Context: an optimization exercise on an open-source flow, tuned for small area and a short achievable clock period. The choices shown serve that exercise and are no tape-out recipe. Power and IR drop assume default switching activity.

==> inputs of run a <==
Design conv3x3_mac_stage, start of the top module:
module conv3x3_mac_stage
#(
    parameter int N     = 32,
    parameter int SHIFT = 4
) (
    input  logic        clk,
    input  logic        rst,
    input  logic        data_load,
    input  logic [71:0] window,
    input  logic        frame_start,
    input  logic        coef_we,
    input  logic [3:0]  coef_addr,
    input  logic [7:0]  coef_data,
    output logic [7:0]  pix_o,
    output logic        valid_o,
    output logic        frame_done_o
);
==> flow/config.mk <==
export PLATFORM = sky130hd
export DESIGN_NAME = conv3x3_mac_stage
export DESIGN_NICKNAME = conv3x3_mac_stage
export VERILOG_FILES = /design/flow/design.v
export SDC_FILE = /design/flow/constraint.sdc
export NUM_CORES = 4
export LEC_CHECK = 0
export CAP_MARGIN = 20
export CORE_MARGIN = 2
export CORE_UTILIZATION = 40
export SLEW_MARGIN = 20
export SYNTH_HIERARCHICAL = 1
==> flow/constraint.sdc <==
create_clock -name core_clock -period 6.0 [get_ports {clk}]
set_input_delay 1.2000 -clock core_clock [delete_from_list [all_inputs] [get_ports {clk}]]
set_output_delay 1.2000 -clock core_clock [all_outputs]
set_load 0.01 [all_outputs]
run.sh (not shown) runs the stock make flow with config.mk's settings and CLKGATE_MAP_FILE= SYNTH_SCRIPT=/design/flow/synth_recipe.tcl, a recipe that flattens the netlist after the stock synthesis.
==> inputs of run b, as changes to run a <==
--- a/flow/config.mk
+++ b/flow/config.mk
@@ -9,4 +9,5 @@
 export CORE_MARGIN = 2
 export CORE_UTILIZATION = 40
+export SETUP_SLACK_MARGIN = 3.5
 export SLEW_MARGIN = 20
 export SYNTH_HIERARCHICAL = 1
==> PnR_summary.wiki <==
{| class="wikitable"
! Metric !! Value
|-
| Peak per-stage delay on the critical path || 0.58 ns
|-
| Hold Path Sink || vpipe[1]
|-
| Worst hold slack || 0.429 ns
|-
| Post-Layout Inst Area || 0.0313 mm²
|-
| Final clock period utilization by the worst path || 0.469
|-
| Comb. pwr || 0.00111 W
|-
| Global-route wire length before repair || 138000 µm
|-
| Clock group share of total power || 0.419
|-
| Final RePlAce weighted congestion || 1.01
|-
| Result of the run || complete, no violations
|-
| Pin count of the biggest net entering global routing || 59
|}
The numbers above come from run b.

==> PnR_summary.wiki <==
{| class="wikitable"
! Metric !! Value
|-
| Result of the run || complete, no violations
|-
| CP Launch Point || u_coef.coef[7]
|-
| Worst hold slack || 0.435 ns
|-
| Post-Layout Inst Area || 0.0276 mm²
|-
| Clock group share of total power || 0.412
|-
| Comb. pwr || 0.00104 W
|-
| Hold Path Sink || vpipe[3]
|-
| Final clock period utilization by the worst path || 0.562
|-
| Pin count of the biggest net entering global routing || 57
|-
| Final RePlAce weighted congestion || 0.973
|-
| Peak per-stage delay on the critical path || 0.83 ns
|}
The numbers above come from run a.

No run of this note included a check of the RTL's function; only the layout flow was run.

---

==> inputs of run E <==
Another version of the RTL of conv3x3_mac_stage (not shown whole).
## conv3x3_mac_stage
module conv3x3_mac_stage
#(
    parameter int N     = 32,
    parameter int SHIFT = 4
) (
    input  logic        clk,
    input  logic        rst,
    input  logic        data_load,
    input  logic [71:0] window,
    input  logic        frame_start,
    input  logic        coef_we,
    input  logic [3:0]  coef_addr,
    input  logic [7:0]  coef_data,
    output logic [7:0]  pix_o,
    output logic        valid_o,
    output logic        frame_done_o
);
    localparam int CW = $clog2(N);
    logic [CW-1:0] col, row;
    logic          last;
    logic [2:0] vpipe;
    logic [71:64]   win_q;
    logic [71:0]   coef_q;
    logic [35:0]   psum_q;
    logic [8:0] c1x_0, c2x_0, psum_0;
    logic [8:0] c1x_1, c2x_1, psum_1;
    logic [8:0] c1x_2, c2x_2, psum_2;
    logic [8:0] c1x_3, c2x_3, psum_3;
    logic sa_0_0;
    logic sb_0_0;
    logic sc_0_0;
    logic [8:0] u_0_0;
    logic sa_0_1;
    logic sb_0_1;
    logic sc_0_1;
    logic [8:0] u_0_1;
    logic sa_0_2;
    logic sb_0_2;
    logic sc_0_2;
    logic [8:0] u_0_2;
    logic sa_0_3;
    logic sb_0_3;
    logic sc_0_3;
    logic [8:0] u_0_3;
    logic sa_1_0;
    logic sb_1_0;
    logic sc_1_0;
    logic [8:0] u_1_0;
    logic sa_1_1;
    logic sb_1_1;
    logic sc_1_1;
    logic [8:0] u_1_1;
    logic sa_1_2;
    logic sb_1_2;
    logic sc_1_2;
    logic [8:0] u_1_2;
    logic sa_1_3;
    logic sb_1_3;
    logic sc_1_3;
    logic [8:0] u_1_3;
    logic sa_2_0;
    logic sb_2_0;
    logic sc_2_0;
    logic [8:0] u_2_0;
    logic sa_2_1;
    logic sb_2_1;
    logic sc_2_1;
    logic [8:0] u_2_1;
    logic sa_2_2;
    logic sb_2_2;
    logic sc_2_2;
    logic [8:0] u_2_2;
    logic sa_2_3;
  ...
export LEC_CHECK = 0
export CAP_MARGIN = 20
export CORE_MARGIN = 2
export CORE_UTILIZATION = 40
export SLEW_MARGIN = 20
create_clock -name core_clock -period 6.0 [get_ports {clk}]
==> run P: changes against run E <==
--- a/flow/design.v
+++ b/flow/design.v
@@ -54,17 +54,17 @@
     input  logic [7:0]  coef_data,
     output logic [7:0]  pix_o,
     output logic        valid_o,
     output logic        frame_done_o
 );
     localparam int CW = $clog2(N);
     logic [CW-1:0] col, row;
     logic          last;
-    logic [2:0] vpipe;
+    logic [3:0] vpipe;
     logic [71:64]   win_q;
     logic [71:0]   coef_q;
     logic [35:0]   psum_q;
     logic [8:0] c1x_0, c2x_0, psum_0;
     logic [8:0] c1x_1, c2x_1, psum_1;
     logic [8:0] c1x_2, c2x_2, psum_2;
     logic [8:0] c1x_3, c2x_3, psum_3;
     logic sa_0_0;
@@ -895,16 +895,17 @@
     logic fs697;
     logic fc698;
     logic fs699;
     logic fc700;
     logic fs701;
     logic fc702;
     logic fs703;
     logic fc704;
+    logic [36:0] pr1;
     logic [19:0] sx;
     logic [19:0] sy;
     logic [19:0] fsum;
     conv_kernel_regs #(.SHIFT(SHIFT)) u_coef (
         .clk  (clk),
         .rst  (rst),
         .we   (coef_we),
         .addr (coef_addr),
@@ -1655,18 +1656,18 @@
     assign fs697 = fs641 ^ fc666 ^ fs667;
     assign fc698 = (fs641 & fc666) | (fs641 & fs667) | (fc666 & fs667);
     assign fs699 = fc642 ^ fs669 ^ fc668;
     assign fc700 = (fc642 & fs669) | (fc642 & fc668) | (fs669 & fc668);
     assign fs701 = hc646 ^ fs671 ^ fc670;
     assign fc702 = (hc646 & fs671) | (hc646 & fc670) | (fs671 & fc670);
     assign fs703 = pr0[89] ^ hs673 ^ fc672;
     assign fc704 = (pr0[89] & hs673) | (pr0[89] & fc672) | (hs673 & fc672);
-    assign sx = {1'b1, fc704, fc702, fc700, fc698, fc696, fc694, fc692, fc690, fc688, fc686, fc684, fc682, fc680, fc678, hc676, hs675, pr0[3], pr0[2], pr0[0]};
-    assign sy = {1'b0, hc674, fs703, fs701, fs699, fs697, fs695, fs693, fs691, fs689, fs687, fs685, fs683, fs681, fs679, fs677, pr0[7], pr0[4], 1'b0, pr0[1]};
+    assign sx = {1'b1, pr1[35], pr1[33], pr1[31], pr1[29], pr1[27], pr1[25], pr1[23], pr1[21], pr1[19], pr1[17], pr1[15], pr1[13], pr1[11], pr1[9], pr1[7], pr1[5], pr1[3], pr1[2], pr1[0]};
+    assign sy = {1'b0, pr1[36], pr1[34], pr1[32], pr1[30], pr1[28], pr1[26], pr1[24], pr1[22], pr1[20], pr1[18], pr1[16], pr1[14], pr1[12], pr1[10], pr1[8], pr1[6], pr1[4], 1'b0, pr1[1]};
     assign fsum = ~sx + ~sy;
     assign last = (col == CW'(N-1)) && (row == CW'(N-1));
     always_ff @(posedge clk) begin
         if (!rst) begin
             col          <= '0;
             row          <= '0;
             vpipe        <= '0;
             valid_o      <= 1'b0;
@@ -1675,18 +1676,18 @@
             if (frame_start) begin
                 col <= '0;
                 row <= '0;
             end else if (data_load) begin
                 col <= (col == CW'(N-1)) ? '0 : col + 1'b1;
                 if (col == CW'(N-1)) row <= last ? '0 : row + 1'b1;
             end
             frame_done_o <= data_load && !frame_start && last;
-            vpipe        <= {vpipe[1:0], data_load && !frame_start && (row >= CW'(2)) && (col >= CW'(2))};
-            valid_o      <= vpipe[2];
+            vpipe        <= {vpipe[2:0], data_load && !frame_start && (row >= CW'(2)) && (col >= CW'(2))};
+            valid_o      <= vpipe[3];
         end
     end
     always_ff @(posedge clk) begin
         win_q[71:64] <= window[71:64];
         sa_0_0 <= window[0] & ~window[8];
         sb_0_0 <= ~window[0] & window[8];
         sc_0_0 <= window[0] & window[8];
         sa_0_1 <= window[16] & ~window[24];
@@ -1778,11 +1779,12 @@
         sc_7_1 <= window[23] & window[31];
         sa_7_2 <= window[39] & ~window[47];
         sb_7_2 <= ~window[39] & window[47];
         sc_7_2 <= window[39] & window[47];
         sa_7_3 <= window[55] & ~window[63];
         sb_7_3 <= ~window[55] & window[63];
         sc_7_3 <= window[55] & window[63];
         pr0 <= {fc566, fc564, fs565, fc562, fs561, fc554, fc552, fs559, fs553, fc548, fc546, fs551, fs549, fc544, fs547, fc542, fs545, fc442, fs449, fs447, fs543, fs541, fc540, fc434, fs441, fc432, fs539, fc538, fs433, fc426, fc424, fs431, fc422, fs429, fs537, fc536, fs425, fs423, fc418, fc416, fs421, fc414, fs535, fc534, fc532, fs417, fs415, fc410, fs413, fc408, fs303, fs533, fs531, fc530, fc528, fc526, fs409, fs407, fc402, fs529, fs527, fs525, fc524, fc522, fc520, fs401, fs523, fs521, fs519, fc516, fc514, fs515, fc508, fs513, fc506, fs511, fs509, fs507, fc498, fs505, fs503, fc496, fs497, fc486, fs495, fs485, fs483, fs473, fs463, fs461};
+        pr1 <= {hc674, fc704, fs703, fc702, fs701, fc700, fs699, fc698, fs697, fc696, fs695, fc694, fs693, fc692, fs691, fc690, fs689, fc688, fs687, fc686, fs685, fc684, fs683, fc682, fs681, fc680, fs679, fc678, fs677, hc676, pr0[7], hs675, pr0[4], pr0[3], pr0[2], pr0[1], pr0[0]};
         pix_o <= conv_pkg::clamp_u8(fsum);
     end
 endmodule
==> summary of the runs <==
- Sequential power: run E is smaller than run P (12%).
- Final area: run E is smaller than run P (4.0%).
- Between run E and run P, the lower sequential share of layout area is in run E (gap 1.8 points).
- Between run E and run P, the lower clock power is in run E (gap about 11%, measured against run P).
- In run E the maximum frequency is lower than in run P, by about 15%.
- Between run P and run E, the lower register-to-register slack is in run E (gap 0.64 ns).
No functional check of the RTL was part of any run of this note.

## re-timing with driven ports
How much do the figures lean on ideal ports? The routed layouts below were timed once more, with nothing changed but the port constraints. Step 1 sets driving cells, clkbuf_16 on the clock port and buf_2 on the other inputs (assumed; they add their load-dependent delay and slew). Step 2, shift: input delay + t, output delay - t, t = (earliest + latest rising clock arrival at the registers) / 2. This alone moves slack from input paths to output paths. Three values: ideal ports, drivers, drivers and shift; two values: the first two.
run | shift t [ns] | slack for setup (ns) | worst data-port slew with drivers (ns)
run a | 0.651 | 2.629 / 2.629 / 2.537 | 0.06
run b | 0.642 | 3.188 / 3.188 / 3.173 | 0.04
run E | 0.627 | 1.643 / 1.643 / 1.643 | 0.05
run P | 0.650 | 2.278 / 2.278 / 2.078 | 0.06
After both steps setup and hold are still met in every run listed. For run P, which loses most, drivers alone change the setup slack by 0.000 ns; drivers and shift together by -0.200 ns.
